Context: an optimization exercise on an open-source flow, tuned for small area. The choices shown serve that exercise and are no tape-out recipe.
At most, simulation tests tie the RTL to the original design; equivalence was not proved.
The RTL of run 1 was laid out without a check of its function.
Power figures rest on the tool's default switching activity, not on a simulated workload.

## flow/design.v (module list and top-level ports; edited modules follow where they fit)
// module pid_sat: 16 lines
// module pid_fa: 10 lines
// module pid_ha: 9 lines
// module pid_controller_param: 109 lines
// module pid_sub: 19 lines
// module pid_inc: 14 lines
// module pid_booth: 37 lines
// module pid_tree: 378 lines
// module pid_cpa: 196 lines
// module pid_cmp: 151 lines
module pid_controller_param #(
  parameter int DW   = pid_pkg::DEF_DW,
  parameter int FRAC = pid_pkg::DEF_FRAC,
  parameter int ACCW = 2*DW+4
) (
  input  logic                 clk,
  input  logic                 rst,
  input  logic                 en,
  input  logic                 clear,
  input  logic signed [DW-1:0] setpoint,
  input  logic signed [DW-1:0] feedback,
  input  logic signed [DW-1:0] kp,
  input  logic signed [DW-1:0] ki,
  input  logic signed [DW-1:0] kd,
  input  logic [ACCW-2:0]      int_limit,
  input  logic [15:0]          clk_times,
  output logic signed [DW-1:0] control_signal,
  output logic                 valid,
  output logic                 busy,
  output logic                 overrun
);
  // ...
==> flow/flow/run.sh <==
#!/bin/bash
# Standard synthesis, then the combinational logic re-mapped for area (registers,
# adder cells and tie cells untouched), then the standard layout with the
# smallest buffer on the ports. Each tool writes its log to a file here.
set -euo pipefail
export BUFFER_PORTS_ARGS="-buffer_cell sky130_fd_sc_hd__buf_1"
bash standard.sh synth > log_synth.log 2>&1
R=orfs/results/$FLOW_PLATFORM/pid_controller_param/base
LIB=$FLOW_HOME/platforms/$FLOW_PLATFORM/lib/sky130_fd_sc_hd__tt_025C_1v80.lib
cp $R/1_2_yosys.v std_netlist.v
KEEP=$(grep -oE "sky130_fd_sc_hd__(df|edf|sdf|dl|fa_|ha_|conb)[a-z0-9_]*" std_netlist.v | sort -u | tr '\n' ' ')
sed -e "s|@LIB@|$LIB|g" -e "s|@KEEP@|$KEEP|" -e "s|@TOP@|$FLOW_TOP|g" flow/remap.ys.in > remap.ys
yosys -l log_remap.log -s remap.ys > /dev/null
cp remap_netlist.v $R/1_2_yosys.v
rm -f $R/1_synth.odb $R/1_synth.sdc
bash standard.sh > log_flow.log 2>&1
==> flow/flow/remap.abc <==
&get -n
&st
&dch
&nf -R 1000
&put
==> flow/flow/remap.ys.in <==
# Re-map the combinational logic of the standard synthesis netlist for area.
# Registers, full/half adders and tie cells are kept as blackboxes, untouched.
read_liberty -ignore_miss_func -ignore_miss_dir @LIB@
read_verilog std_netlist.v
hierarchy -top @TOP@
blackbox @KEEP@
flatten
hierarchy -top @TOP@
opt_clean -purge
tee -o remap_pre.txt stat
abc -liberty @LIB@ -script flow/remap.abc -dont_use sky130_fd_sc_hd__lpflow_bleeder_1 -dont_use sky130_fd_sc_hd__lpflow_clkbufkapwr_1 -dont_use sky130_fd_sc_hd__lpflow_clkbufkapwr_16 -dont_use sky130_fd_sc_hd__lpflow_clkbufkapwr_2 -dont_use sky130_fd_sc_hd__lpflow_clkbufkapwr_4 -dont_use sky130_fd_sc_hd__lpflow_clkbufkapwr_8 -dont_use sky130_fd_sc_hd__lpflow_clkinvkapwr_1 -dont_use sky130_fd_sc_hd__lpflow_clkinvkapwr_16 -dont_use sky130_fd_sc_hd__lpflow_clkinvkapwr_2 -dont_use sky130_fd_sc_hd__lpflow_clkinvkapwr_4 -dont_use sky130_fd_sc_hd__lpflow_clkinvkapwr_8 -dont_use sky130_fd_sc_hd__lpflow_decapkapwr_12 -dont_use sky130_fd_sc_hd__lpflow_decapkapwr_3 -dont_use sky130_fd_sc_hd__lpflow_decapkapwr_4 -dont_use sky130_fd_sc_hd__lpflow_decapkapwr_6 -dont_use sky130_fd_sc_hd__lpflow_decapkapwr_8 -dont_use sky130_fd_sc_hd__lpflow_inputiso0n_1 -dont_use sky130_fd_sc_hd__lpflow_inputiso0p_1 -dont_use sky130_fd_sc_hd__lpflow_inputiso1n_1 -dont_use sky130_fd_sc_hd__lpflow_inputiso1p_1 -dont_use sky130_fd_sc_hd__lpflow_inputisolatch_1 -dont_use sky130_fd_sc_hd__lpflow_isobufsrc_1 -dont_use sky130_fd_sc_hd__lpflow_isobufsrc_16 -dont_use sky130_fd_sc_hd__lpflow_isobufsrc_2 -dont_use sky130_fd_sc_hd__lpflow_isobufsrc_4 -dont_use sky130_fd_sc_hd__lpflow_isobufsrc_8 -dont_use sky130_fd_sc_hd__lpflow_isobufsrckapwr_16 -dont_use sky130_fd_sc_hd__lpflow_lsbuf_lh_hl_isowell_tap_1 -dont_use sky130_fd_sc_hd__lpflow_lsbuf_lh_hl_isowell_tap_2 -dont_use sky130_fd_sc_hd__lpflow_lsbuf_lh_hl_isowell_tap_4 -dont_use sky130_fd_sc_hd__lpflow_lsbuf_lh_isowell_4 -dont_use sky130_fd_sc_hd__lpflow_lsbuf_lh_isowell_tap_1 -dont_use sky130_fd_sc_hd__lpflow_lsbuf_lh_isowell_tap_2 -dont_use sky130_fd_sc_hd__lpflow_lsbuf_lh_isowell_tap_4 -dont_use sky130_fd_sc_hd__probe_p_8 -dont_use sky130_fd_sc_hd__probec_p_8 
opt_clean -purge
hilomap -singleton -hicell sky130_fd_sc_hd__conb_1 HI -locell sky130_fd_sc_hd__conb_1 LO
rename -hide w:*.*
opt_clean -purge
tee -o remap_stat.txt stat -liberty @LIB@
write_verilog -noattr -nohex -nodec remap_netlist.v
==> flow/standard.sh <==
#!/bin/bash
# synth_recipe.tcl (not shown) runs the flow's synth.tcl, then flattens the netlist and writes it again
# the make line also repeats each setting of config.mk as NAME=value (left out here)
make -C /OpenROAD-flow-scripts/flow DESIGN_CONFIG=/design/flow/config.mk WORK_HOME=/design/flow/orfs CLKGATE_MAP_FILE= SYNTH_SCRIPT=/design/flow/synth_recipe.tcl "${@:-finish}"
==> flow/config.mk <==
export PLATFORM = sky130hd
export DESIGN_NAME = pid_controller_param
export DESIGN_NICKNAME = pid_controller_param
export VERILOG_FILES = /design/flow/design.v
export SDC_FILE = /design/flow/constraint.sdc
export NUM_CORES = 4
export LEC_CHECK = 0
export ABC_AREA = 1
export CAP_MARGIN = 20
export CORE_MARGIN = 2
export CORE_UTILIZATION = 65
export CTS_BUF_LIST = sky130_fd_sc_hd__clkbuf_8
export SLEW_MARGIN = 20
export SYNTH_HIERARCHICAL = 1
==> flow/constraint.sdc <==
create_clock -name core_clock -period 13.5 [get_ports {clk}]
set_input_delay 2.7000 -clock core_clock [delete_from_list [all_inputs] [get_ports {clk}]]
set_output_delay 2.7000 -clock core_clock [all_outputs]
set_load 0.01 [all_outputs]
==> flow_summary.json, run 1 <==
{
  "layout.nonclk_buf_frac": 0.05537,
  "total_power_uw": 2146,
  "cp-endpoint": "acc_q[1]$_DFFE_PP_",
  "drv_slew": 0,
  "ys_warn_count": 9,
  "clk_latency_ns": 0.48,
  "layout_common_cells": "nand2_1, xnor2_1, fa_1",
  "postLayoutSetupSlackWorst_ns": 1.173,
  "fin_cells": 1883,
  "fin_nets": 1982,
  "fillers": 1651,
  "cts_max_level": 4,
  "n_all_buffers": 197,
  "cts_root_buf": "clkbuf_8",
  "maxUsedRoutingLayer": "met4",
  "grt_pass1_wl_um": 63480,
  "largestRegisters": "acc_q x36, t_q x33",
  "seq_power_uw": 565,
  "rr_endpoint": "acc_q[1]$_DFFE_PP_",
  "finalHoldViolCount": 0,
  "cts_tree": "built",
  "p_leak_uw": 0.006453,
  "met1_usage": 0.4275,
  "cpMaxStageDelayCell": "buf_4",
  "outcome": "no timing/DRC/antenna violations",
  "cts_setup_buffers": 0,
  "hpwl_um": 28880,
  "setup-violations-final": 0,
  "port_buffers": 153,
  "startpoint_type": "input port",
  "skew_ns": 0.02077,
  "grt_remaining_overflow": 0,
  "hold_path.class": "flip-flop to flip-flop"
}
==> module pid_controller_param, before the edit <==
module pid_controller_param #(
  parameter int DW   = pid_pkg::DEF_DW,
  parameter int FRAC = pid_pkg::DEF_FRAC,
  parameter int ACCW = 2*DW+4
) (
  input  logic                 clk,
  input  logic                 rst,
  input  logic                 en,
  input  logic                 clear,
  input  logic signed [DW-1:0] setpoint,
  input  logic signed [DW-1:0] feedback,
  input  logic signed [DW-1:0] kp,
  input  logic signed [DW-1:0] ki,
  input  logic signed [DW-1:0] kd,
  input  logic [ACCW-2:0]      int_limit,
  input  logic [15:0]          clk_times,
  output logic signed [DW-1:0] control_signal,
  output logic                 valid,
  output logic                 busy,
  output logic                 overrun
);
  logic [2:0]       st_q;
  logic [15:0]      cnt_q;
  logic [15:0]      e_q;       
  logic [15:0]      pe_q;      
  logic             pe_v;      
  logic [35:0]      acc_q;     
  logic             acc_c;     
  logic             acc_v;     
  logic [32:0]      t_q;       
  logic [15:0]      ctrl_q;
  logic             valid_q, overrun_q;
  logic s_idle, s_p, s_i, s_d, s_sum, tick;
  assign s_idle = ~st_q[2] & ~st_q[0];
  assign s_p    = st_q[1] & ~st_q[2];
  assign s_i    = st_q[2] & st_q[0];
  assign s_d    = st_q[1] & ~st_q[0];
  assign s_sum  = st_q[2] & ~st_q[1];
  logic [15:0] sub_a, sub_b, sub_sat;
  assign sub_a = s_i ? e_q  : setpoint;
  assign sub_b = s_i ? pe_q : feedback;
  pid_sub u_sub (.a(sub_a), .b(sub_b), .d(sub_sat));
  logic [15:0] cnt_inc;
  pid_inc u_inc (.a(cnt_q), .y(cnt_inc));
  assign tick = en && (cnt_q == clk_times);
  logic [127:0] pp;
  logic [7:0]   ppn, neg;
  pid_booth u_booth (.kp(kp), .ki(ki), .kd(kd), .sel_p(~s_i & ~s_d & ~s_sum), .sel_i(s_i),
                     .sel_d(s_d), .e(e_q), .pp(pp), .ppn(ppn), .neg(neg));
  logic        xen, yen, xc;
  logic [35:0] xa;
  logic [32:0] yt;
  assign xen = (s_i | s_sum) & acc_v;
  assign yen = s_d | s_sum;
  assign xa  = acc_q & {36{xen}};
  assign xc  = acc_c & xen;
  assign yt  = t_q & {33{yen}};
  logic [36:0] ra, rb, sum;
  logic        clamp, csgn;
  pid_tree u_tree (.pp(pp), .ppn(ppn), .neg(neg), .xa(xa), .xc(xc), .yt(yt), .ra(ra), .rb(rb));
  pid_cpa  u_cpa  (.a(ra), .b(rb), .s(sum));
  pid_cmp  u_cmp  (.s(sum), .lim(int_limit), .clamp(clamp));
  assign csgn = sum[36];
  logic [15:0] out_sat;
  pid_sat #(.IN_W(28), .OUT_W(16)) u_sat_out (.din(sum[35:8]), .dout(out_sat));
  always_ff @(posedge clk or posedge rst) begin
    if (rst) begin
      st_q      <= 3'b000;
      cnt_q     <= '0;
      pe_v      <= 1'b0;
      acc_v     <= 1'b0;
      ctrl_q    <= '0;
      valid_q   <= 1'b0;
      overrun_q <= 1'b0;
    end else begin
      cnt_q     <= (!en || tick) ? 16'd0 : cnt_inc;
      valid_q   <= s_sum;
      overrun_q <= tick && !s_idle;
      if (s_idle) begin
        if (tick) st_q <= 3'b001;
      end else begin
        st_q <= {st_q[1:0], ~st_q[2]};
      end
      if (s_i) pe_v <= 1'b1;
      else if (clear) pe_v <= 1'b0;
      if (clear) acc_v <= 1'b0;
      else if (s_i) acc_v <= 1'b1;
      if (s_sum) ctrl_q <= out_sat;
    end
  end
  always_ff @(posedge clk) begin
    if ((s_idle && tick) || (s_i && !clear && pe_v)) e_q <= sub_sat;
    if (s_i) pe_q <= e_q;
    if (s_i) begin
      if (clamp) begin
        acc_q <= {csgn, int_limit ^ {35{csgn}}};
        acc_c <= csgn;
      end else begin
        acc_q <= sum[35:0];
        acc_c <= 1'b0;
      end
    end
    if (s_p || s_d) t_q <= sum[32:0];
  end
  assign control_signal = ctrl_q;
  assign valid          = valid_q;
  assign busy           = ~s_idle;
  assign overrun        = overrun_q;
endmodule
==> run 2: changes to the inputs <==
--- a/flow/design.v
+++ b/flow/design.v
@@ -92,9 +92,10 @@
   logic [15:0]      ctrl_q;
-  logic             valid_q, overrun_q;
-  logic s_idle, s_p, s_i, s_d, s_sum, tick;
-  assign s_idle = ~st_q[2] & ~st_q[0];
-  assign s_p    = st_q[1] & ~st_q[2];
+  logic             overrun_q;
+  logic s_idle, s_p, s_i, s_d, s_sum, s_post, tick;
+  assign s_idle = ~st_q[2] & ~st_q[0];             
+  assign s_p    = st_q[1] & st_q[0] & ~st_q[2];
   assign s_i    = st_q[2] & st_q[0];
-  assign s_d    = st_q[1] & ~st_q[0];
+  assign s_d    = st_q[2] & st_q[1] & ~st_q[0];
   assign s_sum  = st_q[2] & ~st_q[1];
+  assign s_post = st_q[1] & ~st_q[2] & ~st_q[0];
   logic [15:0] sub_a, sub_b, sub_sat;
@@ -133,3 +134,2 @@
       ctrl_q    <= '0;
-      valid_q   <= 1'b0;
       overrun_q <= 1'b0;
@@ -137,9 +137,6 @@
       cnt_q     <= (!en || tick) ? 16'd0 : cnt_inc;
-      valid_q   <= s_sum;
       overrun_q <= tick && !s_idle;
-      if (s_idle) begin
-        if (tick) st_q <= 3'b001;
-      end else begin
-        st_q <= {st_q[1:0], ~st_q[2]};
-      end
+      if (s_idle) st_q <= {2'b00, tick};
+      else if (s_sum) st_q <= 3'b010;
+      else st_q <= {st_q[1:0], ~st_q[2]};
       if (s_i) pe_v <= 1'b1;
@@ -166,3 +163,3 @@
   assign control_signal = ctrl_q;
-  assign valid          = valid_q;
+  assign valid          = s_post;
   assign busy           = ~s_idle;
==> flow/flow/run.sh (replaced) <==
#!/bin/bash
# Standard synthesis; then the combinational logic re-mapped for area by ABC
# (registers, full/half adder cells and tie cells kept exactly as synthesized).
# Re-mapping is tried with two ABC scripts and 1 to 3 passes of each; each result gets a quick pre-layout
# timing estimate, and the smallest one whose estimate is within the margin is
# kept (the fastest if none is). Then the standard layout, with the smallest
# buffer on the ports. Each tool logs to a file of its own here.
set -euo pipefail
export BUFFER_PORTS_ARGS="-buffer_cell sky130_fd_sc_hd__buf_1"
bash standard.sh synth > log_synth.log 2>&1
R=orfs/results/$FLOW_PLATFORM/pid_controller_param/base
P=$FLOW_HOME/platforms/$FLOW_PLATFORM
LIB=$P/lib/sky130_fd_sc_hd__tt_025C_1v80.lib
cp $R/1_2_yosys.v std_netlist.v
KEEP=$(grep -oE "sky130_fd_sc_hd__(df|edf|sdf|dl|fa_|ha_|conb)[a-z0-9_]*" std_netlist.v | sort -u | tr '\n' ' ')
MARGIN=-0.5
: > remap_choice.txt
for v in a b; do
for k in 1 2 3; do
  n=$v$k
  src=flow/remap.abc; [[ $v == b ]] && src=flow/remap_b.abc
  : > remap_$n.abc
  for i in $(seq 1 $k); do cat $src >> remap_$n.abc; done
  sed -e "s|@LIB@|$LIB|g" -e "s|@KEEP@|$KEEP|" -e "s|@TOP@|$FLOW_TOP|g" \
      -e "s|flow/remap.abc|remap_$n.abc|" -e "s|remap_stat.txt|remap_stat_$n.txt|" \
      -e "s|remap_netlist.v|remap_netlist_$n.v|" -e "s|remap_pre.txt|remap_pre_$n.txt|" \
      flow/remap.ys.in > remap_$n.ys
  yosys -l log_remap_$n.log -s remap_$n.ys > /dev/null
  a=$(awk '/Chip area for module/ {print $NF}' remap_stat_$n.txt | tail -1)
  PSTA_TLEF=$P/lef/sky130_fd_sc_hd.tlef PSTA_LEF=$P/lef/sky130_fd_sc_hd_merged.lef PSTA_LIB=$LIB \
  PSTA_NETLIST=remap_netlist_$n.v PSTA_TOP=$FLOW_TOP PSTA_SDC=$FLOW_SDC \
    openroad -no_init -exit flow/psta.tcl > log_psta_$n.log 2>&1 || true
  s=$(awk '/^BENCHPSTA/ {print $2}' log_psta_$n.log | tail -1)
  [[ -n "$s" ]] || s=-1000
  echo "$n $a $s" >> remap_choice.txt
done
done
best=$(awk -v m=$MARGIN '
  { if ($3 >= m && (ba == "" || $2 < ba)) { ba = $2; bn = $1 }
    if (fs == "" || $3 > fs) { fs = $3; fn = $1 } }
  END { print (bn != "" ? bn : fn) }' remap_choice.txt)
echo "chosen $best" >> remap_choice.txt
cp remap_netlist_$best.v $R/1_2_yosys.v
rm -f $R/1_synth.odb $R/1_synth.sdc
bash standard.sh > log_flow.log 2>&1
==> flow/flow/psta.tcl (new file) <==
read_lef $::env(PSTA_TLEF)
read_lef $::env(PSTA_LEF)
read_liberty $::env(PSTA_LIB)
read_verilog $::env(PSTA_NETLIST)
link_design $::env(PSTA_TOP)
read_sdc $::env(PSTA_SDC)
buffer_ports -buffer_cell sky130_fd_sc_hd__buf_1
repair_design
puts "BENCHPSTA [sta::worst_slack -max]"
==> flow/flow/remap_b.abc (new file) <==
&get -n
&st
&dch -f
&nf -R 1000
&put
--- a/flow/config.mk
+++ b/flow/config.mk
@@ -12,2 +12,3 @@
 export CTS_BUF_LIST = sky130_fd_sc_hd__clkbuf_8
+export PLACE_DENSITY = 0.85
 export SLEW_MARGIN = 20
==> run 2 against run 1 <==
Against the previous run:
- clock power rose by 2%
- combinational power about the same
- final area decreased by 1.1%
- critical path depth fell by 2
- via count increased by 1.2%
- synthesized cell count shrank 2.2%
- count of clock-buffer cells in the layout down 1
==> flow_summary.json, run 2 <==
{
  "outcome": "no timing/DRC/antenna violations",
  "min_period_over_period": 0.9249,
  "cts_setup_buffers": 0,
  "synth_nets": 1736,
  "path_class": "input port to flip-flop",
  "drc": 0,
  "port_buffers": 153,
  "p_leak_uw": 0.006697,
  "registers.top_by_ff_count": "acc_q",
  "max_stage_delay_ns": 0.59,
  "power_switching_uw": 923.4,
  "drt_pass1_iterations": 8,
  "sw_frac_of_total": 0.4326,
  "placed_cell_area_um2": 15700,
  "layout_common_cells": "fa_1, buf_1, nand2_1",
  "drv_slew": 0,
  "crit_top_cell": "fa_1",
  "worst_pin_slew_ns": 0.9655,
  "clockPowerShare": 0.184,
  "cellPowerDensity_nw_per_um2": 132.1,
  "startpoint_type": "input port",
  "grt_max_degree": 72,
  "largest_register_ffs": 36,
  "largestRegisters": "acc_q x36, t_q x33",
  "fin_area_um2": 16160,
  "wl_per_cell_um": 20.96,
  "grt_pass1_vias": 11990,
  "area_delta_synth_final_pct": 12.21,
  "die_w_um": 152.9,
  "hold_path.class": "flip-flop to flip-flop",
  "fin_nets": 1952,
  "die_y_um": 152.9,
  "setup-violations-final": 0,
  "worstHoldStart": "e_q[7]$_DFFE_PP_",
  "drv_cap": 0,
  "cts_resized": 0,
  "crit_start": "kp[1]",
  "arrival_ns": 12.68,
  "ant_nets": 0,
  "cts_max_level": 4,
  "use_met2": 0.5565,
  "path_clk_slew_ns": 0.10,
  "layout_min_cycle_time_ns": 12.49,
  "track_usage": 0.3363,
  "clk_latency_ns": 0.48,
  "path_buf_inv": 3,
  "max_slew_margin": 0.3563,
  "multi_input_area_um2": 10310,
  "synthCells": 1341,
  "rows": 54,
  "seqPwrFrac": 0.261,
  "grt_remaining_overflow": 0,
  "cts_tree": "built",
  "total_power_uw": 2135,
  "die_area_um2": 23360,
  "crit_fanout": 71,
  "fmax_ghz": 0.08009,
  "cts.sinks": 140,
  "hold_buffers": 0,
  "cts_root_buf": "clkbuf_8",
  "fin_tns_setup_ns": 0,
  "met1_usage": 0.4394,
  "ys_warn_count": 9,
  "synthesis.area_um2": 14400,
  "crit_required_ns": 13.70,
  "cpMaxStageDelayCell": "a2111oi_0",
  "io_pins": 154,
  "finalHoldViolCount": 0,
  "synth_area_per_cell_um2": 10.74,
  "crit_family": "compound AO/OA/AOI/OAI gates",
  "r2r_start": "st_q[2]$_DFF_PP0_",
  "layout_commonest_cell": "fa_1",
  "seq_area_um2": 4014,
  "routabilityCongestion": 0.9156,
  "clockBufferDepth": 2,
  "fillers": 1474,
  "ff2ff_setup_slack_ns": 1.14,
  "cts_made_buffers": 17,
  "drive_gt1_frac": 0.05096,
  "peakVddDrop_uv": 157.4,
  "grt_busiest_layer": "met2",
  "drtIter0Drc": 1314,
  "start_util": 0.6620,
  "skew_ns": 0.01488,
  "wirelength_um": 38770,
  "combPwrFrac": 0.554,
  "end_kind": "flip-flop",
  "via_per_inst": 6.424,
  "core_area_um2": 21760,
  "grt_setup_unrepaired": "no",
  "antenna_found_initial": 0,
  "internal-power_uw": 1211,
  "hpwl_um": 28740,
  "grt_pass1_wl_um": 61960,
  "vias": 11890,
  "diodes": 0,
  "grtUsageMet3": 0.08024
}
-- run 2: final cells by class --
class	count	area share
Clock buffer	17	0.01448
Clock inverter	15	0.01363
Inverter	31	0.007278
Multi-Input combinational cell	1170	0.6378
Sequential cell	140	0.2484
Tap cell	280	0.02168
Timing Repair Buffer	197	0.05676
-- run 2: worst paths after layout --
path | endpoint | depth (start not counted)
max reg2reg | acc_q[7]$_DFFE_PP_ | 45
max in group asynchronous | ctrl_q[5]$_DFFE_PP0P_ | 3
max | acc_q[7]$_DFFE_PP_ | 41
min in group asynchronous | cnt_q[13]$_DFF_PP0_ | 3
min | pe_q[7]$_DFFE_PP_ | 0
min reg2reg | pe_q[7]$_DFFE_PP_ | 0
-- run 2: per-stage QoR --
step,utilization,cells,setup slack [ns],hold slack (ns)
6_report,0.7428,1850,1.014,0.4696
5_1_grt,0.7428,1850,0.1877,0.4938
4_1_cts,0.7426,1850,0.8006,0.4725
3_5_place_dp,0.7217,1818,0.3931,0.4480
3_3_place_gp,0.7217,1818,0.7846,0.4347
2_1_floorplan,-,1341,0.3232,0.4502
-- run 2: routing by layer --
metal  part of all wire  vias to the layer above
met5                  0                        -
met2               0.49                      750
li1                   -                     5249
met1               0.37                     5768
met3               0.11                      118
met4              0.031                        0
-- run 2: power by group through the flow --
| stage | clock network (uW) | logic [uW] | registers [uW] |
|---|---|---|---|
| 6_report | 394 | 1180 | 558 |
| 5_1_grt | 412 | 1310 | 561 |
| 4_1_cts | 395 | 1170 | 558 |
| 3_5_place_dp | 0 | 1160 | 567 |
| 3_3_place_gp | 0 | 1100 | 566 |
| 2_1_floorplan | 0 | 837 | 579 |
==> run 3: changes to the inputs <==
--- a/flow/config.mk
+++ b/flow/config.mk
@@ -12,3 +12,2 @@
 export CTS_BUF_LIST = sky130_fd_sc_hd__clkbuf_8
-export PLACE_DENSITY = 0.85
 export SLEW_MARGIN = 20
==> run 3 against run 2 <==
Against the previous run:
- hold slack better by 0.030 ns
- critical endpoint is now acc_q[10]$_DFFE_PP_
- still clean on timing, DRC and antenna
- highest routed layer unchanged
- register-to-register slack better by 0.28 ns
- synthesized area is the same
- power decreased by 1.0%
- first-iteration DRC count decreased by 17%
- wire length shrank 1.8%
- count of clock-buffer cells in the layout is 1 higher
- sequential share of layout area about the same
- critical path depth rose by 2
==> flow_summary.json, run 3 <==
{
  "outcome": "no timing/DRC/antenna violations",
  "grt_pass1_vias": 11410,
  "end_kind": "flip-flop",
  "registers.top_by_ff_count": "acc_q",
  "routabilityCongestion": 0.9144,
  "cts_setup_buffers": 0,
  "grt_max_degree": 56,
  "track_usage": 0.3333,
  "ys_warn_count": 9,
  "cts_made_buffers": 17,
  "synth_nets": 1736,
  "drv_cap": 0,
  "setup-violations-final": 0,
  "crit_start": "kp[0]",
  "reg2regPathDepth": 44,
  "utilization": 0.7415,
  "vias": 11500,
  "synthCells": 1341,
  "layout_commonest_cell": "fa_1",
  "finalHoldViolCount": 0,
  "hold_path.class": "flip-flop to flip-flop",
  "cts_tree": "built",
  "port_buffers": 153,
  "arrival_ns": 12.60,
  "drt_pass1_iterations": 6,
  "fin_tns_setup_ns": 0,
  "wirelength_um": 38090,
  "layout_min_cycle_time_ns": 12.40,
  "die_area_um2": 23360,
  "antenna_found_initial": 1,
  "area_delta_synth_final_pct": 12.02,
  "cpMaxStageDelayCell": "and3_2",
  "drv_slew": 0,
  "io_pins": 154,
  "rows": 54,
  "grt_remaining_overflow": 0,
  "peakVddDrop_uv": 179.8,
  "core_area_um2": 21760,
  "startpoint_type": "input port",
  "skew_ns": 0.01731,
  "cts_resized": 0,
  "min_period_over_period": 0.9186,
  "largest_register_ffs": 36,
  "fmax_ghz": 0.08063,
  "worst_pin_slew_ns": 0.9924,
  "cts_root_buf": "clkbuf_8",
  "rr_endpoint": "acc_q[10]$_DFFE_PP_",
  "wl_per_cell_um": 20.55,
  "hold_buffers": 0,
  "p_leak_uw": 0.006699,
  "grt_pass1_wl_um": 61000,
  "placed_cell_area_um2": 15720,
  "layout_common_cells": "fa_1, buf_1, nand2_1",
  "via_per_inst": 6.205,
  "cellPowerDensity_nw_per_um2": 131.0,
  "drtIter0Drc": 1085,
  "r2r_start": "st_q[2]$_DFF_PP0_",
  "crit_fanout": 39,
  "clk_latency_ns": 0.47,
  "start_util": 0.6620,
  "die_y_um": 152.9,
  "max_slew_margin": 0.3360,
  "synth_area_per_cell_um2": 10.74,
  "clockBufferDepth": 2,
  "cp-endpoint": "acc_q[10]$_DFFE_PP_",
  "synthesis.area_um2": 14400,
  "drive_gt1_frac": 0.05216,
  "hpwl_um": 28610,
  "drc": 0,
  "largestRegisters": "acc_q x36, t_q x33",
  "min_path_cells": 2,
  "max_stage_delay_ns": 0.56,
  "die_w_um": 152.9,
  "crit_required_ns": 13.70,
  "cts_max_level": 4,
  "path_clk_slew_ns": 0.08,
  "cts.sinks": 140,
  "ant_nets": 0,
  "fillers": 1615,
  "crit_top_cell": "fa_1",
  "path_class": "input port to flip-flop",
  "ff2ff_setup_slack_ns": 1.42,
  "fin_area_um2": 16130,
  "grt_setup_unrepaired": "no",
  "fin_nets": 1955
}
-- run 3: cell type report --
type | count | area, um^2 | area share
Multi-Input combinational cell | 1170 | 10300 | 0.6384
Clock buffer | 18 | 247.7 | 0.01536
Inverter | 31 | 117.6 | 0.007290
Antenna cell | 1 | 2.502 | 0.0001551
Timing Repair Buffer | 200 | 939.7 | 0.05824
Sequential cell | 140 | 4014 | 0.2488
Clock inverter | 13 | 162.7 | 0.01008
Tap cell | 280 | 350.3 | 0.02172
-- run 3: worst min-delay path by stage --
stage                             to                   from
5_1_grt             pe_v$_DFFE_PP0P_       pe_v$_DFFE_PP0P_
3_5_place_dp        pe_v$_DFFE_PP0P_       pe_v$_DFFE_PP0P_
4_1_cts             pe_v$_DFFE_PP0P_       pe_v$_DFFE_PP0P_
6_report       ctrl_q[3]$_DFFE_PP0P_  ctrl_q[3]$_DFFE_PP0P_
2_1_floorplan       pe_v$_DFFE_PP0P_       pe_v$_DFFE_PP0P_
3_3_place_gp        pe_v$_DFFE_PP0P_       pe_v$_DFFE_PP0P_
-- run 3: metal layers --
metal	GRT usage	wire (um)
met4	0.1190	1263
met2	0.5684	19240
met3	0.05245	2833
met1	0.4368	14750
met5	0	0
-- run 3: critical path, delay by kind of cell --
| kind | cells | cell delay (ns) |
|---|---|---|
| and+or+nand+nor | 14 | 2.30 |
| buffers and inverters | 5 | 1.20 |
| AOI/OAI and AO/OA | 13 | 2.91 |
| muxes | 1 | 0.20 |
| adders and majority gates | 8 | 2.76 |
| xor gates and xnor gates | 2 | 0.52 |
-- run 3: stage by stage --
step                power [uW]  hold WS (ns)  setup slack (ns)  std cells
floorplan                 1416        0.4502            0.3232       1341
detailed placement        1734        0.4746            0.7975       1821
global placement          1696        0.4648             1.056       1821
global route              2255        0.5198            0.3481       1852
CTS                       2117        0.4965             1.099       1852
finish                    2113        0.4997             1.098       1853
-- run 3: where the power goes --
| part | switching, uW | total [uW] | internal [uW] | leakage, uW |
|---|---|---|---|---|
| Sequential | 13.0 | 558 | 545 | 0.00142 |
| Clock | 187 | 376 | 189 | 0.000217 |
| Combinational | 707 | 1180 | 472 | 0.00507 |
| Total | 907 | 2110 | 1210 | 0.00670 |
==> run 4: changes to the inputs <==
--- a/flow/config.mk
+++ b/flow/config.mk
@@ -10,3 +10,3 @@
 export CORE_MARGIN = 2
-export CORE_UTILIZATION = 65
+export CORE_UTILIZATION = 80
 export CTS_BUF_LIST = sky130_fd_sc_hd__clkbuf_8
==> run 4 against run 3 <==
Against the previous run:
- still clean on timing, DRC and antenna
- first-iteration DRC count increased by 60%
- die area down 18%
- power rose by 1.3%
- sequential power hardly changed
- via count increased by 10%
- largest power group unchanged
==> flow_summary.json, run 4 <==
{
  "crit_top_cell": "fa_1",
  "die_y_um": 138.2,
  "drt_pass1_iterations": 9,
  "start_util": 0.8072,
  "hpwl_um": 30290,
  "p_leak_uw": 0.006674,
  "clockBufferDepth": 2,
  "die_area_um2": 19090,
  "utilization": 0.8985,
  "synth_area_per_cell_um2": 10.74,
  "fin_tns_setup_ns": 0,
  "fillers": 802,
  "drc": 0,
  "drv_cap": 0,
  "largestRegisters": "acc_q x36, t_q x33",
  "grt_pass1_vias": 12830,
  "largest_register_ffs": 36,
  "crit_required_ns": 13.71,
  "die_w_um": 138.2,
  "drv_slew": 0,
  "end_kind": "flip-flop",
  "fin_nets": 1954,
  "via_per_inst": 7.040,
  "clk_latency_ns": 0.49,
  "grt_remaining_overflow": 0,
  "grt_max_degree": 48,
  "synthesis.area_um2": 14400,
  "cts_resized": 0,
  "cts_made_buffers": 17,
  "rows": 49,
  "layout_commonest_cell": "fa_1",
  "cts_max_level": 4,
  "worst_pin_slew_ns": 1.085,
  "drive_gt1_frac": 0.05216,
  "cts_root_buf": "clkbuf_8",
  "routabilityCongestion": 0.9611,
  "setup-violations-final": 0,
  "cts.sinks": 140,
  "synthCells": 1341,
  "fmax_ghz": 0.07859,
  "port_buffers": 153,
  "grt_pass1_wl_um": 67300,
  "antenna_found_initial": 3,
  "wl_per_cell_um": 23.90,
  "peakVddDrop_uv": 215.9,
  "cts_setup_buffers": 0,
  "vias": 12700,
  "layout_common_cells": "fa_1, buf_1, nand2_1",
  "max_slew_margin": 0.2741,
  "outcome": "no timing/DRC/antenna violations",
  "max_stage_delay_ns": 0.50,
  "skew_ns": 0.01987,
  "cts_tree": "built",
  "finalHoldViolCount": 0,
  "startpoint_type": "input port",
  "ys_warn_count": 9,
  "hold_buffers": 0,
  "path_class": "input port to flip-flop",
  "drtIter0Drc": 1741,
  "min_period_over_period": 0.9425,
  "crit_fanout": 47,
  "track_usage": 0.4556,
  "arrival_ns": 12.94,
  "io_pins": 154,
  "layout_min_cycle_time_ns": 12.72,
  "registers.top_by_ff_count": "acc_q",
  "area_delta_synth_final_pct": 11.31,
  "path_clk_slew_ns": 0.09,
  "hold_path.class": "flip-flop to flip-flop",
  "wirelength_um": 43120,
  "ant_nets": 0,
  "cellPowerDensity_nw_per_um2": 133.5,
  "cpMaxStageDelayCell": "a221oi_1",
  "core_area_um2": 17840,
  "grt_setup_unrepaired": "no",
  "synth_nets": 1736
}
-- run 4: metal layers --
metal / track usage / wire length, um / vias up
met2: 0.7418 / 20670 / 1084
met3: 0.09733 / 4713 / 359
met5: 0 / 0 / -
met1: 0.5483 / 13810 / 6004
met4: 0.3153 / 3928 / 0
li1: - / - / 5253
-- run 4: path summary, 6_finish.rpt --
kind	depth (start not counted)	slack, ns	start	end
worst min-delay path	1	0.49	ctrl_q[15]$_DFFE_PP0P_	ctrl_q[15]$_DFFE_PP0P_
worst min register to register	1	0.49	ctrl_q[15]$_DFFE_PP0P_	ctrl_q[15]$_DFFE_PP0P_
worst max register to register	46	1.40	st_q[2]$_DFF_PP0_	acc_q[5]$_DFFE_PP_
min in group asynchronous	3	2.34	rst	overrun_q$_DFF_PP0_
worst max-delay path	44	0.78	kp[2]	acc_q[5]$_DFFE_PP_
max in group asynchronous	3	10.73	rst	ctrl_q[4]$_DFFE_PP0P_
-- run 4: final cells by class --
type	instances	area [um^2]	share of cell area
Multi-Input combinational cell	1170	10300	0.6426
Sequential cell	140	4014	0.2504
Tap cell	229	286.5	0.01787
Clock buffer	19	261.5	0.01631
Timing Repair Buffer	199	952.2	0.05940
Inverter	31	117.6	0.007337
Antenna cell	3	7.507	0.0004683
Clock inverter	13	90.09	0.005620
-- run 4: metrics by stage --
step | power (uW) | instances | area, um^2 | hold slack (ns) | setup WS (ns)
6_report | 2140 | 1804 | 16030 | 0.4923 | 0.7764
5_1_grt | 2248 | 1804 | 16030 | 0.5116 | 0.1100
4_1_cts | 2088 | 1800 | 15990 | 0.4961 | 0.7633
3_5_place_dp | 1737 | 1768 | 15640 | 0.4757 | 0.3862
3_3_place_gp | 1669 | 1768 | 15640 | 0.4656 | 0.8255
2_1_floorplan | 1416 | 1341 | 14410 | 0.4502 | 0.3232
-- run 4: critical path: cells and delay by family --
family / cells / cell delay [ns]
adders and majority gates: 8 / 2.89
muxes: 1 / 0.23
AOI/OAI and AO/OA: 12 / 2.72
and+or+nand+nor: 15 / 2.47
xor gates and xnor gates: 2 / 0.46
buffers and inverters: 6 / 1.40
-- run 4: where the power goes --
part           total, uW  switching (uW)  internal, uW
clock network        327             189           138
registers            559            13.2           545
logic               1250             770           485
total               2140             972          1170
==> module pid_cmp, before the edit <==
module pid_cmp (
  input  logic [36:0] s,
  input  logic [34:0] lim,
  output logic clamp
);
  logic [35:0] m;
  assign m = s[35:0] ^ {36{s[36]}};
  wire kg0 = m[0] & ~lim[0];
  wire kp0 = m[0] | ~lim[0];
  wire kg1 = m[1] & ~lim[1];
  wire kp1 = m[1] | ~lim[1];
  wire kg2 = m[2] & ~lim[2];
  wire kp2 = m[2] | ~lim[2];
  wire kg3 = m[3] & ~lim[3];
  wire kp3 = m[3] | ~lim[3];
  wire kg4 = m[4] & ~lim[4];
  wire kp4 = m[4] | ~lim[4];
  wire kg5 = m[5] & ~lim[5];
  wire kp5 = m[5] | ~lim[5];
  wire kg6 = m[6] & ~lim[6];
  wire kp6 = m[6] | ~lim[6];
  wire kg7 = m[7] & ~lim[7];
  wire kp7 = m[7] | ~lim[7];
  wire kg8 = m[8] & ~lim[8];
  wire kp8 = m[8] | ~lim[8];
  wire kg9 = m[9] & ~lim[9];
  wire kp9 = m[9] | ~lim[9];
  wire kg10 = m[10] & ~lim[10];
  wire kp10 = m[10] | ~lim[10];
  wire kg11 = m[11] & ~lim[11];
  wire kp11 = m[11] | ~lim[11];
  wire kg12 = m[12] & ~lim[12];
  wire kp12 = m[12] | ~lim[12];
  wire kg13 = m[13] & ~lim[13];
  wire kp13 = m[13] | ~lim[13];
  wire kg14 = m[14] & ~lim[14];
  wire kp14 = m[14] | ~lim[14];
  wire kg15 = m[15] & ~lim[15];
  wire kp15 = m[15] | ~lim[15];
  wire kg16 = m[16] & ~lim[16];
  wire kp16 = m[16] | ~lim[16];
  wire kg17 = m[17] & ~lim[17];
  wire kp17 = m[17] | ~lim[17];
  wire kg18 = m[18] & ~lim[18];
  wire kp18 = m[18] | ~lim[18];
  wire kg19 = m[19] & ~lim[19];
  wire kp19 = m[19] | ~lim[19];
  wire kg20 = m[20] & ~lim[20];
  wire kp20 = m[20] | ~lim[20];
  wire kg21 = m[21] & ~lim[21];
  wire kp21 = m[21] | ~lim[21];
  wire kg22 = m[22] & ~lim[22];
  wire kp22 = m[22] | ~lim[22];
  wire kg23 = m[23] & ~lim[23];
  wire kp23 = m[23] | ~lim[23];
  wire kg24 = m[24] & ~lim[24];
  wire kp24 = m[24] | ~lim[24];
  wire kg25 = m[25] & ~lim[25];
  wire kp25 = m[25] | ~lim[25];
  wire kg26 = m[26] & ~lim[26];
  wire kp26 = m[26] | ~lim[26];
  wire kg27 = m[27] & ~lim[27];
  wire kp27 = m[27] | ~lim[27];
  wire kg28 = m[28] & ~lim[28];
  wire kp28 = m[28] | ~lim[28];
  wire kg29 = m[29] & ~lim[29];
  wire kp29 = m[29] | ~lim[29];
  wire kg30 = m[30] & ~lim[30];
  wire kp30 = m[30] | ~lim[30];
  wire kg31 = m[31] & ~lim[31];
  wire kp31 = m[31] | ~lim[31];
  wire kg32 = m[32] & ~lim[32];
  wire kp32 = m[32] | ~lim[32];
  wire kg33 = m[33] & ~lim[33];
  wire kp33 = m[33] | ~lim[33];
  wire kg34 = m[34] & ~lim[34];
  wire kp34 = m[34] | ~lim[34];
  wire kg475 = kg0 | (kp0 & s[36]);
  wire kp476 = kp0 & 1'b1;
  wire kg477 = kg2 | (kp2 & kg1);
  wire kp478 = kp2 & kp1;
  wire kg479 = kg4 | (kp4 & kg3);
  wire kp480 = kp4 & kp3;
  wire kg481 = kg6 | (kp6 & kg5);
  wire kp482 = kp6 & kp5;
  wire kg483 = kg8 | (kp8 & kg7);
  wire kp484 = kp8 & kp7;
  wire kg485 = kg10 | (kp10 & kg9);
  wire kp486 = kp10 & kp9;
  wire kg487 = kg12 | (kp12 & kg11);
  wire kp488 = kp12 & kp11;
  wire kg489 = kg14 | (kp14 & kg13);
  wire kp490 = kp14 & kp13;
  wire kg491 = kg16 | (kp16 & kg15);
  wire kp492 = kp16 & kp15;
  wire kg493 = kg18 | (kp18 & kg17);
  wire kp494 = kp18 & kp17;
  wire kg495 = kg20 | (kp20 & kg19);
  wire kp496 = kp20 & kp19;
  wire kg497 = kg22 | (kp22 & kg21);
  wire kp498 = kp22 & kp21;
  wire kg499 = kg24 | (kp24 & kg23);
  wire kp500 = kp24 & kp23;
  wire kg501 = kg26 | (kp26 & kg25);
  wire kp502 = kp26 & kp25;
  wire kg503 = kg28 | (kp28 & kg27);
  wire kp504 = kp28 & kp27;
  wire kg505 = kg30 | (kp30 & kg29);
  wire kp506 = kp30 & kp29;
  wire kg507 = kg32 | (kp32 & kg31);
  wire kp508 = kp32 & kp31;
  wire kg509 = kg34 | (kp34 & kg33);
  wire kp510 = kp34 & kp33;
  wire kg511 = kg477 | (kp478 & kg475);
  wire kp512 = kp478 & kp476;
  wire kg513 = kg481 | (kp482 & kg479);
  wire kp514 = kp482 & kp480;
  wire kg515 = kg485 | (kp486 & kg483);
  wire kp516 = kp486 & kp484;
  wire kg517 = kg489 | (kp490 & kg487);
  wire kp518 = kp490 & kp488;
  wire kg519 = kg493 | (kp494 & kg491);
  wire kp520 = kp494 & kp492;
  wire kg521 = kg497 | (kp498 & kg495);
  wire kp522 = kp498 & kp496;
  wire kg523 = kg501 | (kp502 & kg499);
  wire kp524 = kp502 & kp500;
  wire kg525 = kg505 | (kp506 & kg503);
  wire kp526 = kp506 & kp504;
  wire kg527 = kg509 | (kp510 & kg507);
  wire kp528 = kp510 & kp508;
  wire kg529 = kg513 | (kp514 & kg511);
  wire kp530 = kp514 & kp512;
  wire kg531 = kg517 | (kp518 & kg515);
  wire kp532 = kp518 & kp516;
  wire kg533 = kg521 | (kp522 & kg519);
  wire kp534 = kp522 & kp520;
  wire kg535 = kg525 | (kp526 & kg523);
  wire kp536 = kp526 & kp524;
  wire kg537 = m[35] | (1'b1 & kg527);
  wire kp538 = 1'b1 & kp528;
  wire kg539 = kg531 | (kp532 & kg529);
  wire kp540 = kp532 & kp530;
  wire kg541 = kg535 | (kp536 & kg533);
  wire kp542 = kp536 & kp534;
  wire kg543 = kg541 | (kp542 & kg539);
  wire kp544 = kp542 & kp540;
  wire kg545 = kg537 | (kp538 & kg543);
  wire kp546 = kp538 & kp544;
  assign clamp = kg545;
endmodule
==> run 5: changes to the inputs <==
--- a/flow/design.v
+++ b/flow/design.v
@@ -121,5 +121,6 @@
   logic        clamp, csgn;
+  logic [34:0] limx;
   pid_tree u_tree (.pp(pp), .ppn(ppn), .neg(neg), .xa(xa), .xc(xc), .yt(yt), .ra(ra), .rb(rb));
   pid_cpa  u_cpa  (.a(ra), .b(rb), .s(sum));
-  pid_cmp  u_cmp  (.s(sum), .lim(int_limit), .clamp(clamp));
+  pid_cmp  u_cmp  (.s(sum), .lim(int_limit), .limx(limx), .clamp(clamp));
   assign csgn = sum[36];
@@ -153,3 +154,3 @@
       if (clamp) begin
-        acc_q <= {csgn, int_limit ^ {35{csgn}}};
+        acc_q <= {csgn, limx};
         acc_c <= csgn;
@@ -814,149 +815,147 @@
   input  logic [34:0] lim,
+  output logic [34:0] limx,
   output logic clamp
 );
-  logic [35:0] m;
-  assign m = s[35:0] ^ {36{s[36]}};
-  wire kg0 = m[0] & ~lim[0];
-  wire kp0 = m[0] | ~lim[0];
-  wire kg1 = m[1] & ~lim[1];
-  wire kp1 = m[1] | ~lim[1];
-  wire kg2 = m[2] & ~lim[2];
-  wire kp2 = m[2] | ~lim[2];
-  wire kg3 = m[3] & ~lim[3];
-  wire kp3 = m[3] | ~lim[3];
-  wire kg4 = m[4] & ~lim[4];
-  wire kp4 = m[4] | ~lim[4];
-  wire kg5 = m[5] & ~lim[5];
-  wire kp5 = m[5] | ~lim[5];
-  wire kg6 = m[6] & ~lim[6];
-  wire kp6 = m[6] | ~lim[6];
-  wire kg7 = m[7] & ~lim[7];
-  wire kp7 = m[7] | ~lim[7];
-  wire kg8 = m[8] & ~lim[8];
-  wire kp8 = m[8] | ~lim[8];
-  wire kg9 = m[9] & ~lim[9];
-  wire kp9 = m[9] | ~lim[9];
-  wire kg10 = m[10] & ~lim[10];
-  wire kp10 = m[10] | ~lim[10];
-  wire kg11 = m[11] & ~lim[11];
-  wire kp11 = m[11] | ~lim[11];
-  wire kg12 = m[12] & ~lim[12];
-  wire kp12 = m[12] | ~lim[12];
-  wire kg13 = m[13] & ~lim[13];
-  wire kp13 = m[13] | ~lim[13];
-  wire kg14 = m[14] & ~lim[14];
-  wire kp14 = m[14] | ~lim[14];
-  wire kg15 = m[15] & ~lim[15];
-  wire kp15 = m[15] | ~lim[15];
-  wire kg16 = m[16] & ~lim[16];
-  wire kp16 = m[16] | ~lim[16];
-  wire kg17 = m[17] & ~lim[17];
-  wire kp17 = m[17] | ~lim[17];
-  wire kg18 = m[18] & ~lim[18];
-  wire kp18 = m[18] | ~lim[18];
-  wire kg19 = m[19] & ~lim[19];
-  wire kp19 = m[19] | ~lim[19];
-  wire kg20 = m[20] & ~lim[20];
-  wire kp20 = m[20] | ~lim[20];
-  wire kg21 = m[21] & ~lim[21];
-  wire kp21 = m[21] | ~lim[21];
-  wire kg22 = m[22] & ~lim[22];
-  wire kp22 = m[22] | ~lim[22];
-  wire kg23 = m[23] & ~lim[23];
-  wire kp23 = m[23] | ~lim[23];
-  wire kg24 = m[24] & ~lim[24];
-  wire kp24 = m[24] | ~lim[24];
-  wire kg25 = m[25] & ~lim[25];
-  wire kp25 = m[25] | ~lim[25];
-  wire kg26 = m[26] & ~lim[26];
-  wire kp26 = m[26] | ~lim[26];
-  wire kg27 = m[27] & ~lim[27];
-  wire kp27 = m[27] | ~lim[27];
-  wire kg28 = m[28] & ~lim[28];
-  wire kp28 = m[28] | ~lim[28];
-  wire kg29 = m[29] & ~lim[29];
-  wire kp29 = m[29] | ~lim[29];
-  wire kg30 = m[30] & ~lim[30];
-  wire kp30 = m[30] | ~lim[30];
-  wire kg31 = m[31] & ~lim[31];
-  wire kp31 = m[31] | ~lim[31];
-  wire kg32 = m[32] & ~lim[32];
-  wire kp32 = m[32] | ~lim[32];
-  wire kg33 = m[33] & ~lim[33];
-  wire kp33 = m[33] | ~lim[33];
-  wire kg34 = m[34] & ~lim[34];
-  wire kp34 = m[34] | ~lim[34];
-  wire kg475 = kg0 | (kp0 & s[36]);
-  wire kp476 = kp0 & 1'b1;
-  wire kg477 = kg2 | (kp2 & kg1);
-  wire kp478 = kp2 & kp1;
-  wire kg479 = kg4 | (kp4 & kg3);
-  wire kp480 = kp4 & kp3;
-  wire kg481 = kg6 | (kp6 & kg5);
-  wire kp482 = kp6 & kp5;
-  wire kg483 = kg8 | (kp8 & kg7);
-  wire kp484 = kp8 & kp7;
-  wire kg485 = kg10 | (kp10 & kg9);
-  wire kp486 = kp10 & kp9;
-  wire kg487 = kg12 | (kp12 & kg11);
-  wire kp488 = kp12 & kp11;
-  wire kg489 = kg14 | (kp14 & kg13);
-  wire kp490 = kp14 & kp13;
-  wire kg491 = kg16 | (kp16 & kg15);
-  wire kp492 = kp16 & kp15;
-  wire kg493 = kg18 | (kp18 & kg17);
-  wire kp494 = kp18 & kp17;
-  wire kg495 = kg20 | (kp20 & kg19);
-  wire kp496 = kp20 & kp19;
-  wire kg497 = kg22 | (kp22 & kg21);
-  wire kp498 = kp22 & kp21;
-  wire kg499 = kg24 | (kp24 & kg23);
-  wire kp500 = kp24 & kp23;
-  wire kg501 = kg26 | (kp26 & kg25);
-  wire kp502 = kp26 & kp25;
-  wire kg503 = kg28 | (kp28 & kg27);
-  wire kp504 = kp28 & kp27;
-  wire kg505 = kg30 | (kp30 & kg29);
-  wire kp506 = kp30 & kp29;
-  wire kg507 = kg32 | (kp32 & kg31);
-  wire kp508 = kp32 & kp31;
-  wire kg509 = kg34 | (kp34 & kg33);
-  wire kp510 = kp34 & kp33;
-  wire kg511 = kg477 | (kp478 & kg475);
-  wire kp512 = kp478 & kp476;
-  wire kg513 = kg481 | (kp482 & kg479);
-  wire kp514 = kp482 & kp480;
-  wire kg515 = kg485 | (kp486 & kg483);
-  wire kp516 = kp486 & kp484;
-  wire kg517 = kg489 | (kp490 & kg487);
-  wire kp518 = kp490 & kp488;
-  wire kg519 = kg493 | (kp494 & kg491);
-  wire kp520 = kp494 & kp492;
-  wire kg521 = kg497 | (kp498 & kg495);
-  wire kp522 = kp498 & kp496;
-  wire kg523 = kg501 | (kp502 & kg499);
-  wire kp524 = kp502 & kp500;
-  wire kg525 = kg505 | (kp506 & kg503);
-  wire kp526 = kp506 & kp504;
-  wire kg527 = kg509 | (kp510 & kg507);
-  wire kp528 = kp510 & kp508;
-  wire kg529 = kg513 | (kp514 & kg511);
-  wire kp530 = kp514 & kp512;
-  wire kg531 = kg517 | (kp518 & kg515);
-  wire kp532 = kp518 & kp516;
-  wire kg533 = kg521 | (kp522 & kg519);
-  wire kp534 = kp522 & kp520;
-  wire kg535 = kg525 | (kp526 & kg523);
-  wire kp536 = kp526 & kp524;
-  wire kg537 = m[35] | (1'b1 & kg527);
-  wire kp538 = 1'b1 & kp528;
-  wire kg539 = kg531 | (kp532 & kg529);
-  wire kp540 = kp532 & kp530;
-  wire kg541 = kg535 | (kp536 & kg533);
-  wire kp542 = kp536 & kp534;
-  wire kg543 = kg541 | (kp542 & kg539);
-  wire kp544 = kp542 & kp540;
-  wire kg545 = kg537 | (kp538 & kg543);
-  wire kp546 = kp538 & kp544;
-  assign clamp = kg545;
+  logic [34:0] k;
+  assign k = lim ^ {35{~s[36]}};
+  assign limx = ~k;
+  wire kg0 = s[0] & k[0];
+  wire kp0 = s[0] | k[0];
+  wire kg1 = s[1] & k[1];
+  wire kp1 = s[1] | k[1];
+  wire kg2 = s[2] & k[2];
+  wire kp2 = s[2] | k[2];
+  wire kg3 = s[3] & k[3];
+  wire kp3 = s[3] | k[3];
+  wire kg4 = s[4] & k[4];
+  wire kp4 = s[4] | k[4];
+  wire kg5 = s[5] & k[5];
+  wire kp5 = s[5] | k[5];
+  wire kg6 = s[6] & k[6];
+  wire kp6 = s[6] | k[6];
+  wire kg7 = s[7] & k[7];
+  wire kp7 = s[7] | k[7];
+  wire kg8 = s[8] & k[8];
+  wire kp8 = s[8] | k[8];
+  wire kg9 = s[9] & k[9];
+  wire kp9 = s[9] | k[9];
+  wire kg10 = s[10] & k[10];
+  wire kp10 = s[10] | k[10];
+  wire kg11 = s[11] & k[11];
+  wire kp11 = s[11] | k[11];
+  wire kg12 = s[12] & k[12];
+  wire kp12 = s[12] | k[12];
+  wire kg13 = s[13] & k[13];
+  wire kp13 = s[13] | k[13];
+  wire kg14 = s[14] & k[14];
+  wire kp14 = s[14] | k[14];
+  wire kg15 = s[15] & k[15];
+  wire kp15 = s[15] | k[15];
+  wire kg16 = s[16] & k[16];
+  wire kp16 = s[16] | k[16];
+  wire kg17 = s[17] & k[17];
+  wire kp17 = s[17] | k[17];
+  wire kg18 = s[18] & k[18];
+  wire kp18 = s[18] | k[18];
+  wire kg19 = s[19] & k[19];
+  wire kp19 = s[19] | k[19];
+  wire kg20 = s[20] & k[20];
+  wire kp20 = s[20] | k[20];
+  wire kg21 = s[21] & k[21];
+  wire kp21 = s[21] | k[21];
+  wire kg22 = s[22] & k[22];
+  wire kp22 = s[22] | k[22];
+  wire kg23 = s[23] & k[23];
+  wire kp23 = s[23] | k[23];
+  wire kg24 = s[24] & k[24];
+  wire kp24 = s[24] | k[24];
+  wire kg25 = s[25] & k[25];
+  wire kp25 = s[25] | k[25];
+  wire kg26 = s[26] & k[26];
+  wire kp26 = s[26] | k[26];
+  wire kg27 = s[27] & k[27];
+  wire kp27 = s[27] | k[27];
+  wire kg28 = s[28] & k[28];
+  wire kp28 = s[28] | k[28];
+  wire kg29 = s[29] & k[29];
+  wire kp29 = s[29] | k[29];
+  wire kg30 = s[30] & k[30];
+  wire kp30 = s[30] | k[30];
+  wire kg31 = s[31] & k[31];
+  wire kp31 = s[31] | k[31];
+  wire kg32 = s[32] & k[32];
+  wire kp32 = s[32] | k[32];
+  wire kg33 = s[33] & k[33];
+  wire kp33 = s[33] | k[33];
+  wire kg34 = s[34] & k[34];
+  wire kp34 = s[34] | k[34];
+  wire kg475 = kg1 | (kp1 & kg0);
+  wire kp476 = kp1 & kp0;
+  wire kg477 = kg3 | (kp3 & kg2);
+  wire kp478 = kp3 & kp2;
+  wire kg479 = kg5 | (kp5 & kg4);
+  wire kp480 = kp5 & kp4;
+  wire kg481 = kg7 | (kp7 & kg6);
+  wire kp482 = kp7 & kp6;
+  wire kg483 = kg9 | (kp9 & kg8);
+  wire kp484 = kp9 & kp8;
+  wire kg485 = kg11 | (kp11 & kg10);
+  wire kp486 = kp11 & kp10;
+  wire kg487 = kg13 | (kp13 & kg12);
+  wire kp488 = kp13 & kp12;
+  wire kg489 = kg15 | (kp15 & kg14);
+  wire kp490 = kp15 & kp14;
+  wire kg491 = kg17 | (kp17 & kg16);
+  wire kp492 = kp17 & kp16;
+  wire kg493 = kg19 | (kp19 & kg18);
+  wire kp494 = kp19 & kp18;
+  wire kg495 = kg21 | (kp21 & kg20);
+  wire kp496 = kp21 & kp20;
+  wire kg497 = kg23 | (kp23 & kg22);
+  wire kp498 = kp23 & kp22;
+  wire kg499 = kg25 | (kp25 & kg24);
+  wire kp500 = kp25 & kp24;
+  wire kg501 = kg27 | (kp27 & kg26);
+  wire kp502 = kp27 & kp26;
+  wire kg503 = kg29 | (kp29 & kg28);
+  wire kp504 = kp29 & kp28;
+  wire kg505 = kg31 | (kp31 & kg30);
+  wire kp506 = kp31 & kp30;
+  wire kg507 = kg33 | (kp33 & kg32);
+  wire kp508 = kp33 & kp32;
+  wire kg509 = kg477 | (kp478 & kg475);
+  wire kp510 = kp478 & kp476;
+  wire kg511 = kg481 | (kp482 & kg479);
+  wire kp512 = kp482 & kp480;
+  wire kg513 = kg485 | (kp486 & kg483);
+  wire kp514 = kp486 & kp484;
+  wire kg515 = kg489 | (kp490 & kg487);
+  wire kp516 = kp490 & kp488;
+  wire kg517 = kg493 | (kp494 & kg491);
+  wire kp518 = kp494 & kp492;
+  wire kg519 = kg497 | (kp498 & kg495);
+  wire kp520 = kp498 & kp496;
+  wire kg521 = kg501 | (kp502 & kg499);
+  wire kp522 = kp502 & kp500;
+  wire kg523 = kg505 | (kp506 & kg503);
+  wire kp524 = kp506 & kp504;
+  wire kg525 = kg34 | (kp34 & kg507);
+  wire kp526 = kp34 & kp508;
+  wire kg527 = kg511 | (kp512 & kg509);
+  wire kp528 = kp512 & kp510;
+  wire kg529 = kg515 | (kp516 & kg513);
+  wire kp530 = kp516 & kp514;
+  wire kg531 = kg519 | (kp520 & kg517);
+  wire kp532 = kp520 & kp518;
+  wire kg533 = kg523 | (kp524 & kg521);
+  wire kp534 = kp524 & kp522;
+  wire kg535 = kg529 | (kp530 & kg527);
+  wire kp536 = kp530 & kp528;
+  wire kg537 = kg533 | (kp534 & kg531);
+  wire kp538 = kp534 & kp532;
+  wire kg539 = kg537 | (kp538 & kg535);
+  wire kp540 = kp538 & kp536;
+  wire kg541 = kg525 | (kp526 & kg539);
+  wire kp542 = kp526 & kp540;
+  assign clamp = (s[36] ^ s[35]) | (kg541 ^ s[36]);
 endmodule
--- a/flow/config.mk
+++ b/flow/config.mk
@@ -8,7 +8,7 @@
 export ABC_AREA = 1
-export CAP_MARGIN = 20
+export CAP_MARGIN = 0
 export CORE_MARGIN = 2
-export CORE_UTILIZATION = 80
+export CORE_UTILIZATION = 65
 export CTS_BUF_LIST = sky130_fd_sc_hd__clkbuf_8
-export SLEW_MARGIN = 20
+export SLEW_MARGIN = 0
 export SYNTH_HIERARCHICAL = 1
==> run 5 against run 4 <==
Against the previous run:
- still clean
- first-iteration DRC count decreased by 42%
- clock skew hardly changed
- core utilization decreased by 15 points
- clock power up 3%
- synthesized area fell by 2.3%
- wire length is 12% lower
- global-route usage decreased by 11 points
- maximum frequency decreased by 0.64%
- final area decreased by 1.8%
- critical path depth grew 2
==> flow_summary.json, run 5 <==
{
  "outcome": "no timing/DRC/antenna violations",
  "arrival_ns": 13.03,
  "die_w_um": 151.1,
  "reg2regPathDepth": 48,
  "min_period_over_period": 0.9485,
  "drv_cap": 0,
  "cpMaxStageDelayCell": "fa_1",
  "grt_max_degree": 72,
  "fin_tns_setup_ns": 0,
  "layout_common_cells": "fa_1, buf_1, nor2_1",
  "startpoint_type": "input port",
  "synthCells": 1298,
  "die_area_um2": 22840,
  "cts_tree": "built",
  "registers.top_by_ff_count": "acc_q",
  "fmax_ghz": 0.07809,
  "worstHoldStart": "ctrl_q[1]$_DFFE_PP0P_",
  "area_delta_synth_final_pct": 11.83,
  "end_kind": "flip-flop",
  "crit_family": "adder cells",
  "cts_max_level": 4,
  "internal-power_uw": 1083,
  "drt_pass1_iterations": 8,
  "synthesis.area_um2": 14070,
  "clk_latency_ns": 0.48,
  "path_class": "input port to flip-flop",
  "port_buffers": 153,
  "p_leak_uw": 0.006604,
  "io_pins": 154,
  "grt_setup_unrepaired": "no",
  "clockPowerShare": 0.172,
  "largestRegisters": "acc_q x36, t_q x33",
  "crit_top_cell": "fa_1",
  "vias": 11280,
  "track_usage": 0.3457,
  "synth_nets": 1693,
  "antenna_found_initial": 0,
  "crit_fanout": 71,
  "seqPwrFrac": 0.284,
  "path_clk_slew_ns": 0.10,
  "finalHoldViolCount": 0,
  "max_slew_margin": 0.2596,
  "ys_warn_count": 9,
  "wl_per_cell_um": 20.99,
  "cts_root_buf": "clkbuf_8",
  "hold_buffers": 0,
  "cellPowerDensity_nw_per_um2": 124.7,
  "grt_pass1_vias": 11260,
  "hpwl_um": 27330,
  "layout_commonest_cell": "fa_1",
  "core_area_um2": 21150,
  "postLayoutSetupSlackWorst_ns": 0.6946,
  "layout_min_cycle_time_ns": 12.81,
  "drv_slew": 0,
  "routabilityCongestion": 0.8826,
  "fin_area_um2": 15740,
  "cts_made_buffers": 17,
  "die_y_um": 151.1,
  "wirelength_um": 37830,
  "clockBufferDepth": 2,
  "min_path_cells": 2,
  "skew_ns": 0.01940,
  "fillers": 1545,
  "start_util": 0.6653,
  "drc": 0,
  "ant_nets": 0,
  "diodes": 0,
  "combPwrFrac": 0.544,
  "grt_remaining_overflow": 0,
  "drtIter0Drc": 1013,
  "worst_pin_slew_ns": 1.111,
  "max_stage_delay_ns": 0.48,
  "power_switching_uw": 879.0,
  "rows": 53,
  "sw_frac_of_total": 0.4480,
  "placed_cell_area_um2": 15370,
  "synth_area_per_cell_um2": 10.84,
  "path_buf_inv": 4,
  "setup-violations-final": 0,
  "min_to": "ctrl_q[1]$_DFFE_PP0P_",
  "worst_hold_slack_ns": 0.4976,
  "cts.sinks": 140,
  "crit_required_ns": 13.73,
  "largest_register_ffs": 36,
  "peakVddDrop_uv": 184.0,
  "fin_nets": 1909,
  "hold_path.class": "flip-flop to flip-flop",
  "drive_gt1_frac": 0.05174,
  "grt_pass1_wl_um": 59570,
  "r2r_start": "st_q[2]$_DFF_PP0_",
  "cts_setup_buffers": 0,
  "rr_endpoint": "acc_q[9]$_DFFE_PP_",
  "dp_worst_setup_slack_ns": 0.4164,
  "cts_resized": 0,
  "ff2ff_setup_slack_ns": 1.07,
  "via_per_inst": 6.262
}
==> run 5: tightest hold or removal path, cell delays in order (launching register included) <==
cell and delay [ns]:
dfrtp_1 0.35, nor2_1 0.05, nor2_1 0.07
==> run 5: layout make-up <==
cell class | instances | area [um^2] | share of cell area
clock buffers | 17 | 234.0 | 0.01487
flip-flops and latches | 140 | 4014 | 0.2550
clock inverters | 15 | 132.6 | 0.008427
multi-input cells | 1126 | 9963 | 0.6330
repair buffers | 197 | 929.6 | 0.05907
inverters | 32 | 121.4 | 0.007711
well taps | 275 | 344.1 | 0.02186
==> run 5: worst max path at each step <==
stage           from                   to  slack (ns)  depth (start not counted)
2_1_floorplan  kp[2]   acc_q[0]$_DFFE_PP_        0.08                         40
3_3_place_gp   kp[2]  acc_c$_SDFFCE_PN0P_        0.78                         45
3_5_place_dp   kp[2]   acc_q[9]$_DFFE_PP_        0.42                         46
4_1_cts        kp[2]  acc_q[28]$_DFFE_PP_        0.87                         46
5_1_grt        kp[2]  acc_q[15]$_DFFE_PP_        0.08                         46
6_report       kp[2]   acc_q[9]$_DFFE_PP_        0.69                         46
==> run 5: metrics by stage <==
stage	power, uW	util	std cells
floorplan	1305	-	1298
global placement	1585	0.7267	1770
detailed placement	1614	0.7267	1770
CTS	1957	0.7440	1802
global route	2100	0.7440	1802
finish	1962	0.7440	1802
==> run 5: layer usage <==
layer  track usage  wire [um]  vias to the layer above
li1              -          -                     5109
met1        0.4721      14860                     5487
met2        0.5627      18390                      594
met3       0.06024       3360                       94
met4        0.1234       1225                        0
met5             0          0                        -
==> run 5: power by group through the flow <==
stage | Combinational, uW | Clock, uW | Sequential [uW]
after floorplan | 726 | 0 | 579
after global placement | 1020 | 0 | 566
after detailed placement | 1050 | 0 | 566
after CTS | 1060 | 341 | 557
after global routing | 1180 | 359 | 560
final | 1070 | 338 | 557
==> run 6: changes to the inputs <==
--- a/flow/config.mk
+++ b/flow/config.mk
@@ -8,3 +8,3 @@
 export ABC_AREA = 1
-export CAP_MARGIN = 0
+export CAP_MARGIN = 20
 export CORE_MARGIN = 2
@@ -12,3 +12,3 @@
 export CTS_BUF_LIST = sky130_fd_sc_hd__clkbuf_8
-export SLEW_MARGIN = 0
+export SLEW_MARGIN = 20
 export SYNTH_HIERARCHICAL = 1
==> run 6 against run 5 <==
Against the previous run:
- still clean
- final area unchanged
- non-clock buffer count did not move
- synthesized cell count did not move
- via count is the same
- setup slack did not move
- count of clock-buffer cells in the layout unchanged
- sequential share of layout area stayed put
- hold slack stayed put
- power unchanged
- clock power is essentially flat
- register-to-register slack is essentially flat
- critical path depth is the same
- highest routed layer unchanged
==> flow_summary.json, run 6 <==
{
  "drv_slew": 0,
  "wl_met2_um": 18390,
  "cts_resized": 0,
  "cts_tree": "built",
  "cellPowerDensity_nw_per_um2": 124.7,
  "area_delta_synth_final_pct": 11.83,
  "crit_required_ns": 13.73,
  "fin_nets": 1909,
  "drtIter0Drc": 1013,
  "die_y_um": 151.1,
  "path_clk_slew_ns": 0.10,
  "ant_nets": 0,
  "clockPowerShare": 0.172,
  "fillers": 1545,
  "grt_max_degree": 72,
  "start_util": 0.6653,
  "min_path_cells": 2,
  "end_kind": "flip-flop",
  "track_usage": 0.3457,
  "layout_min_cycle_time_ns": 12.81,
  "utilization": 0.7440,
  "setup-violations-final": 0,
  "cts_root_buf": "clkbuf_8",
  "peakVddDrop_uv": 184.0,
  "die_w_um": 151.1,
  "power_switching_uw": 879.0,
  "synthesis.area_um2": 14070,
  "hold_path.class": "flip-flop to flip-flop",
  "maxUsedRoutingLayer": "met4",
  "rr_endpoint": "acc_q[9]$_DFFE_PP_",
  "largestRegisters": "acc_q x36, t_q x33",
  "drive_gt1_frac": 0.05174,
  "arrival_ns": 13.03,
  "drc": 0,
  "grt_setup_unrepaired": "no",
  "core_area_um2": 21150,
  "path_class": "input port to flip-flop",
  "cp-endpoint": "acc_q[9]$_DFFE_PP_",
  "drt-met1-wl_um": 14860,
  "combPwrFrac": 0.544,
  "skew_ns": 0.01940,
  "startpoint_type": "input port",
  "crit_start": "kp[2]",
  "finalHoldViolCount": 0,
  "clk_latency_ns": 0.48,
  "routabilityCongestion": 0.8826,
  "diodes": 0,
  "cpMaxStageDelayCell": "fa_1",
  "clockBufferDepth": 2,
  "crit_fanout": 71,
  "cts_setup_buffers": 0,
  "min_period_over_period": 0.9485,
  "hpwl_um": 27330,
  "p_leak_uw": 0.006604,
  "worst_hold_slack_ns": 0.4976,
  "crit_top_cell": "fa_1",
  "cts_max_level": 4,
  "grt_remaining_overflow": 0,
  "wirelength_um": 37830,
  "fmax_ghz": 0.07809,
  "via_per_inst": 6.262,
  "grt_pass1_wl_um": 59570,
  "reg2regPathDepth": 48,
  "port_buffers": 153,
  "antenna_found_initial": 0,
  "internal-power_uw": 1083,
  "layout_commonest_cell": "fa_1",
  "outcome": "no timing/DRC/antenna violations",
  "hold_buffers": 0,
  "seqPwrFrac": 0.284,
  "cts.sinks": 140,
  "max_slew_margin": 0.2596,
  "drt_pass1_iterations": 8,
  "fin_tns_setup_ns": 0,
  "total_power_uw": 1962,
  "ys_warn_count": 9,
  "drv_cap": 0,
  "postLayoutSetupSlackWorst_ns": 0.6946,
  "synth_nets": 1693,
  "grt_pass1_vias": 11260,
  "r2r_start": "st_q[2]$_DFF_PP0_",
  "wl_met3_um": 3360,
  "largest_register_ffs": 36,
  "wl_per_cell_um": 20.99,
  "worst_pin_slew_ns": 1.111,
  "dp_worst_setup_slack_ns": 0.4164,
  "layout_common_cells": "fa_1, buf_1, nor2_1",
  "die_area_um2": 22840,
  "registers.top_by_ff_count": "acc_q",
  "sw_frac_of_total": 0.4480,
  "io_pins": 154,
  "ff2ff_setup_slack_ns": 1.07,
  "synthCells": 1298,
  "rows": 53,
  "vias": 11280,
  "cts_made_buffers": 17,
  "max_stage_delay_ns": 0.48,
  "synth_area_per_cell_um2": 10.84
}
## run 6: area by class of cell
class	count	area [um^2]	share of cell area
inverters	32	121.4	0.007711
clock buffers	17	234.0	0.01487
clock inverters	15	132.6	0.008427
well taps	275	344.1	0.02186
flip-flops and latches	140	4014	0.2550
multi-input cells	1126	9963	0.6330
repair buffers	197	929.6	0.05907
## run 6: worst max-delay path: cells and delay by family
kind	cells	cell delay [ns]
simple gates	18	2.62
xor+xnor	2	0.57
mux	1	0.26
buf+inv	4	0.98
compound gates	13	2.89
fa+ha+maj	8	2.95
## run 6: per-stage QoR
stage | instance area [um^2] | std cells
2_1_floorplan | 14080 | 1298
3_3_place_gp | 15370 | 1770
3_5_place_dp | 15370 | 1770
4_1_cts | 15740 | 1802
5_1_grt | 15740 | 1802
6_report | 15740 | 1802
## run 6: routing by layer
metal / track usage / vias to the layer above
met5: 0 / -
met4: 0.1234 / 0
met3: 0.06024 / 94
met2: 0.5627 / 594
met1: 0.4721 / 5487
li1: - / 5109
## run 6: power groups by stage
stage                     combinational [uW]  clock, uW  sequential (uW)
after detailed placement                1050          0              566
after global placement                  1020          0              566
final                                   1070        338              557
after floorplan                          726          0              579
after CTS                               1060        341              557
after global routing                    1180        359              560
## run 6: how the worst min path moves through the flow
stage	start	endpoint	slack, ns
global placement	pe_v$_DFFE_PP0P_	pe_v$_DFFE_PP0P_	0.46
detailed placement	ctrl_q[1]$_DFFE_PP0P_	ctrl_q[1]$_DFFE_PP0P_	0.49
floorplan	pe_v$_DFFE_PP0P_	pe_v$_DFFE_PP0P_	0.45
CTS	ctrl_q[1]$_DFFE_PP0P_	ctrl_q[1]$_DFFE_PP0P_	0.51
finish	ctrl_q[1]$_DFFE_PP0P_	ctrl_q[1]$_DFFE_PP0P_	0.50
global route	ctrl_q[1]$_DFFE_PP0P_	ctrl_q[1]$_DFFE_PP0P_	0.53
